This is an optimization exercise on Yosys and OpenROAD, whose aim is small area, a short achievable clock period and few clock cycles per item, not a production implementation. Only simulation tests tie the RTL to the original design; equivalence was not proved. Power is estimated from default activity; no workload was simulated.

Design rosetta_core, start of the top module:
module rosetta_core #(
    parameter int num_pe = rosetta_pkg::num_pe,
    parameter int word_w = rosetta_pkg::word_w
) (
    input  logic                          clk,
    input  logic                          rst,
    output logic                          im_ren,
    output rosetta_pkg::pc_t              im_raddr,
    input  rosetta_pkg::inst_t            im_rdata,
    output logic                          pam_x_ren,
    output rosetta_pkg::row_addr_t        pam_x_raddr,
    input  logic [num_pe-1:0]             pam_x_rdata,
    output logic                          am_x_ren,
    output rosetta_pkg::row_addr_t        am_x_raddr,
    input  logic [num_pe*word_w-1:0]      am_x_rdata,
    output logic                          bm_ren,
    output rosetta_pkg::row_addr_t        bm_raddr,
    input  logic [num_pe*word_w-1:0]      bm_rdata,
    output logic                          wm_ren,
    output rosetta_pkg::waddr_t           wm_raddr,
    input  logic [num_pe*word_w-1:0]      wm_rdata,
    output logic                          am_r_wen,
    output rosetta_pkg::row_addr_t        am_r_waddr,
    output logic [num_pe*word_w-1:0]      am_r_wdata,
    output logic                          done
);
    logic [$clog2(num_pe)-1:0]  e1_k;
    logic                       e1_empty;
    logic                       e2_first;
    logic [word_w-1:0]          act_elem;
    core_sequencer #(
        .num_pe(num_pe)
    ) sequencer_inst (
        .clk         (clk),
        .rst         (rst),
        .im_ren      (im_ren),
        .im_raddr    (im_raddr),
        .im_rdata    (im_rdata),
        .pam_x_ren   (pam_x_ren),
        .pam_x_raddr (pam_x_raddr),
        .pam_x_rdata (pam_x_rdata),
        .am_x_ren    (am_x_ren),
        .am_x_raddr  (am_x_raddr),
        .bm_ren      (bm_ren),
        .bm_raddr    (bm_raddr),
        .wm_ren      (wm_ren),
        .wm_raddr    (wm_raddr),
        .am_r_wen    (am_r_wen),
        .am_r_waddr  (am_r_waddr),
        .done        (done),
        .e1_k        (e1_k),
        .e1_empty    (e1_empty),
        .e2_first    (e2_first)
    );
    assign act_elem = e1_empty ? '0 : am_x_rdata[e1_k * word_w +: word_w];
    mac_array #(
        .num_pe(num_pe),
        .word_w(word_w)
    ) mac_array_inst (
  ...
For scale: about 3200 cells after synthesis, ~390 flip-flops, about 340 I/O pins, ~31000 sq um of cells after synthesis.
clock: 9.0 ns
lec_check: 0
cap_margin: 20
core_margin: 2
core_utilization: 60
setup_slack_margin: 5
slew_margin: 20
run.sh (not shown) runs the stock make flow with config.mk's settings and CLKGATE_MAP_FILE= SYNTH_SCRIPT=/design/flow/synth_recipe.tcl, a recipe that flattens the netlist after the stock synthesis.
The baseline completed without violations.
Testbench counts at the start, summed over its fixed seeds: cycles 4,897, items 1,180.
Change:
--- a/flow/config.mk
+++ b/flow/config.mk
@@ -9,4 +9,3 @@
 export CORE_MARGIN = 2
-export CORE_UTILIZATION = 60
-export SETUP_SLACK_MARGIN = 5
+export CORE_UTILIZATION = 40
 export SLEW_MARGIN = 20
=> Final area shrinks by 15%; count of clock-buffer cells in the layout grows by 6; core utilization shrinks by 36 points; global-route usage shrinks by 15 points; clock power shrinks by about 2%; via count shrinks by 14%; hold slack barely changes; sequential power shrinks by about 6%.
Change:
--- a/flow/config.mk
+++ b/flow/config.mk
@@ -7,5 +7,7 @@
 export LEC_CHECK = 0
+export ABC_CLOCK_PERIOD_IN_PS = 4000
 export CAP_MARGIN = 20
 export CORE_MARGIN = 2
-export CORE_UTILIZATION = 40
+export CORE_UTILIZATION = 60
+export SETUP_SLACK_MARGIN = 5
 export SLEW_MARGIN = 20
After rerunning:
- The changed run ran to the end with no violations
- maximum frequency went up by 42%
- synthesized area does not change
- cell area went up by 17%
- critical path depth went up by 12
- power went up by 27%

* * *

job 5358:
rosetta_core, a different RTL version from the one above (not shown whole).
Size: about 3100 cells after synthesis, about 420 flip-flops.
export LEC_CHECK = 0
export CAP_MARGIN = 20
export CORE_MARGIN = 2
export CORE_UTILIZATION = 60
export SETUP_SLACK_MARGIN = 5
export SLEW_MARGIN = 20
export TNS_END_PERCENT = 0
create_clock -name core_clock -period 9.0 [get_ports {clk}]
standard.sh (not shown) runs the stock make flow with config.mk's settings and CLKGATE_MAP_FILE= SYNTH_SCRIPT=/design/flow/synth_recipe.tcl, a recipe that flattens the netlist after the stock synthesis.
==> flow/flow/run.sh <==
#!/bin/bash
# The standard layout, with plain buf_1 cells as the port buffers instead of the
# delay buffers buffer_ports picks by itself. The whole make output goes to layout.log.
set -euo pipefail
bash standard.sh "BUFFER_PORTS_ARGS=-buffer_cell sky130_fd_sc_hd__buf_1" finish > layout.log 2>&1
Job 5358: full flow OK, the timing, design-rule and antenna checks passed
Testbench counts of job 5358, summed over its fixed seeds: cycles 4,944, items 1,180.
The following lists how job 5345 was set up differently from job 5358:
Settings: changing CORE_UTILIZATION from 60 to 55; removing TNS_END_PERCENT (formerly 0); changing SETUP_SLACK_MARGIN from 5 to 4.5.
Findings:
- Total power was lower in the run labelled job 5345.
- Delta (job 5345 minus job 5358): static leakage went down; share of layout cells above drive strength 1 went down.
For job 4460, these inputs were changed with respect to job 5345:
Settings: SETUP_SLACK_MARGIN: 4.5 -> 5.
--- outcome ---
- Job 5345 → job 4460: instance area at placement held steady; share of the clock period used by the worst path fell 3.0 points; worst slew margin relative to its limit down 2.6 points; via count increased by 914 relative to the old numbers.
- Job 4460: all-layer global routing usage 2.2 points above job 5345
- Setup slack was higher in job 4460 than in job 5345.
The following lists how job 5881 was set up differently from job 4460:
Settings: putting TNS_END_PERCENT at 0 where nothing was set; putting CTS_CLUSTER_SIZE at 25 where nothing was set; putting CTS_CLUSTER_DIAMETER at 80 where nothing was set.
Notes after the runs:
- Leakage power of job 5881 falls short of that of job 4460 by a little under 10%.
- Compared with job 4460, number of nets in the final layout in job 5881 decreased by a few percent.
- Compared to job 4460, job 5881 shows a narrower setup margin.
For job 914, these inputs were changed with respect to job 5881:
Settings: CTS_CLUSTER_SIZE no longer set, was 25; CTS_CLUSTER_DIAMETER no longer set, was 80; TNS_END_PERCENT now 10, was 0.
### Flow results
Worst setup slack, job 5881 and job 914: larger value in job 914
From job 5881 to job 914 the numbers moved as follows: final design instance area without fill has increased, total met2 wirelength after detailed routing went up.
Job 914 was carried through to the last stage, and its layout satisfied the timing, design-rule and antenna checks.
Modified inputs, job 3046 compared to job 914
Settings: CORE_UTILIZATION now 65, was 55.
## What came out
- Taking job 914 as the reference, in job 3046 setup slack saw a decrease, total wire length saw an increase, share of final layout cell area taken by clock buffers and inverters saw little to no change.
- Job 3046: no failed stages, no open violations at the end

## static timing again, ports no longer ideal
The results above use ideal ports. As a check the final layouts listed here were re-extracted and re-timed, cells and wires unchanged.
Step 1 sets driving cells, clkbuf_16 on the clock port and buf_2 on the other inputs (assumed; they add their load-dependent delay and slew).
Step 2 also shifts input and output timing later by t, the mid clock arrival at the registers, as if the neighbouring blocks saw the same clock.
a / b / c = no drivers / after step 1 / after step 2; a / b = the first two.
run | shift t [ns] | setup WS [ns] | worst setup path after step 2 | clock arrival spread, ns | slew at the worst register clock pin (ns)
the first run of note 1 | 0.678 | 4.606 / 4.547 / 4.606 | register to register | 0.039 / 0.039 | 0.07 / 0.07
the second run of note 1 | 0.657 | 2.750 / 2.750 / 2.750 | register to register | 0.030 / 0.031 | 0.07 / 0.07
the third run of note 1 | 0.678 | 4.606 / 4.547 / 4.606 | register to register | 0.039 / 0.039 | 0.07 / 0.07
job 5358 | 0.663 | 4.844 / 4.807 / 4.716 | input to register | 0.031 / 0.032 | 0.07 / 0.07
job 5345 | 0.651 | 4.578 / 4.578 / 4.578 | register to register | 0.026 / 0.026 | 0.07 / 0.07
job 4460 | 0.667 | 4.852 / 4.792 / 4.729 | input to register | 0.017 / 0.018 | 0.06 / 0.06
job 5881 | 0.682 | 4.802 / 4.740 / 4.777 | input to register | 0.028 / 0.028 | 0.10 / 0.10
job 914 | 0.666 | 4.879 / 4.820 / 4.660 | input to register | 0.026 / 0.026 | 0.07 / 0.07
job 3046 | 0.659 | 4.874 / 4.844 / 4.703 | input to register | 0.020 / 0.020 | 0.07 / 0.07
After both steps setup and hold are still met in every run listed. For job 914, which loses most, drivers alone change the setup slack by -0.059 ns; drivers and shift together by -0.219 ns.
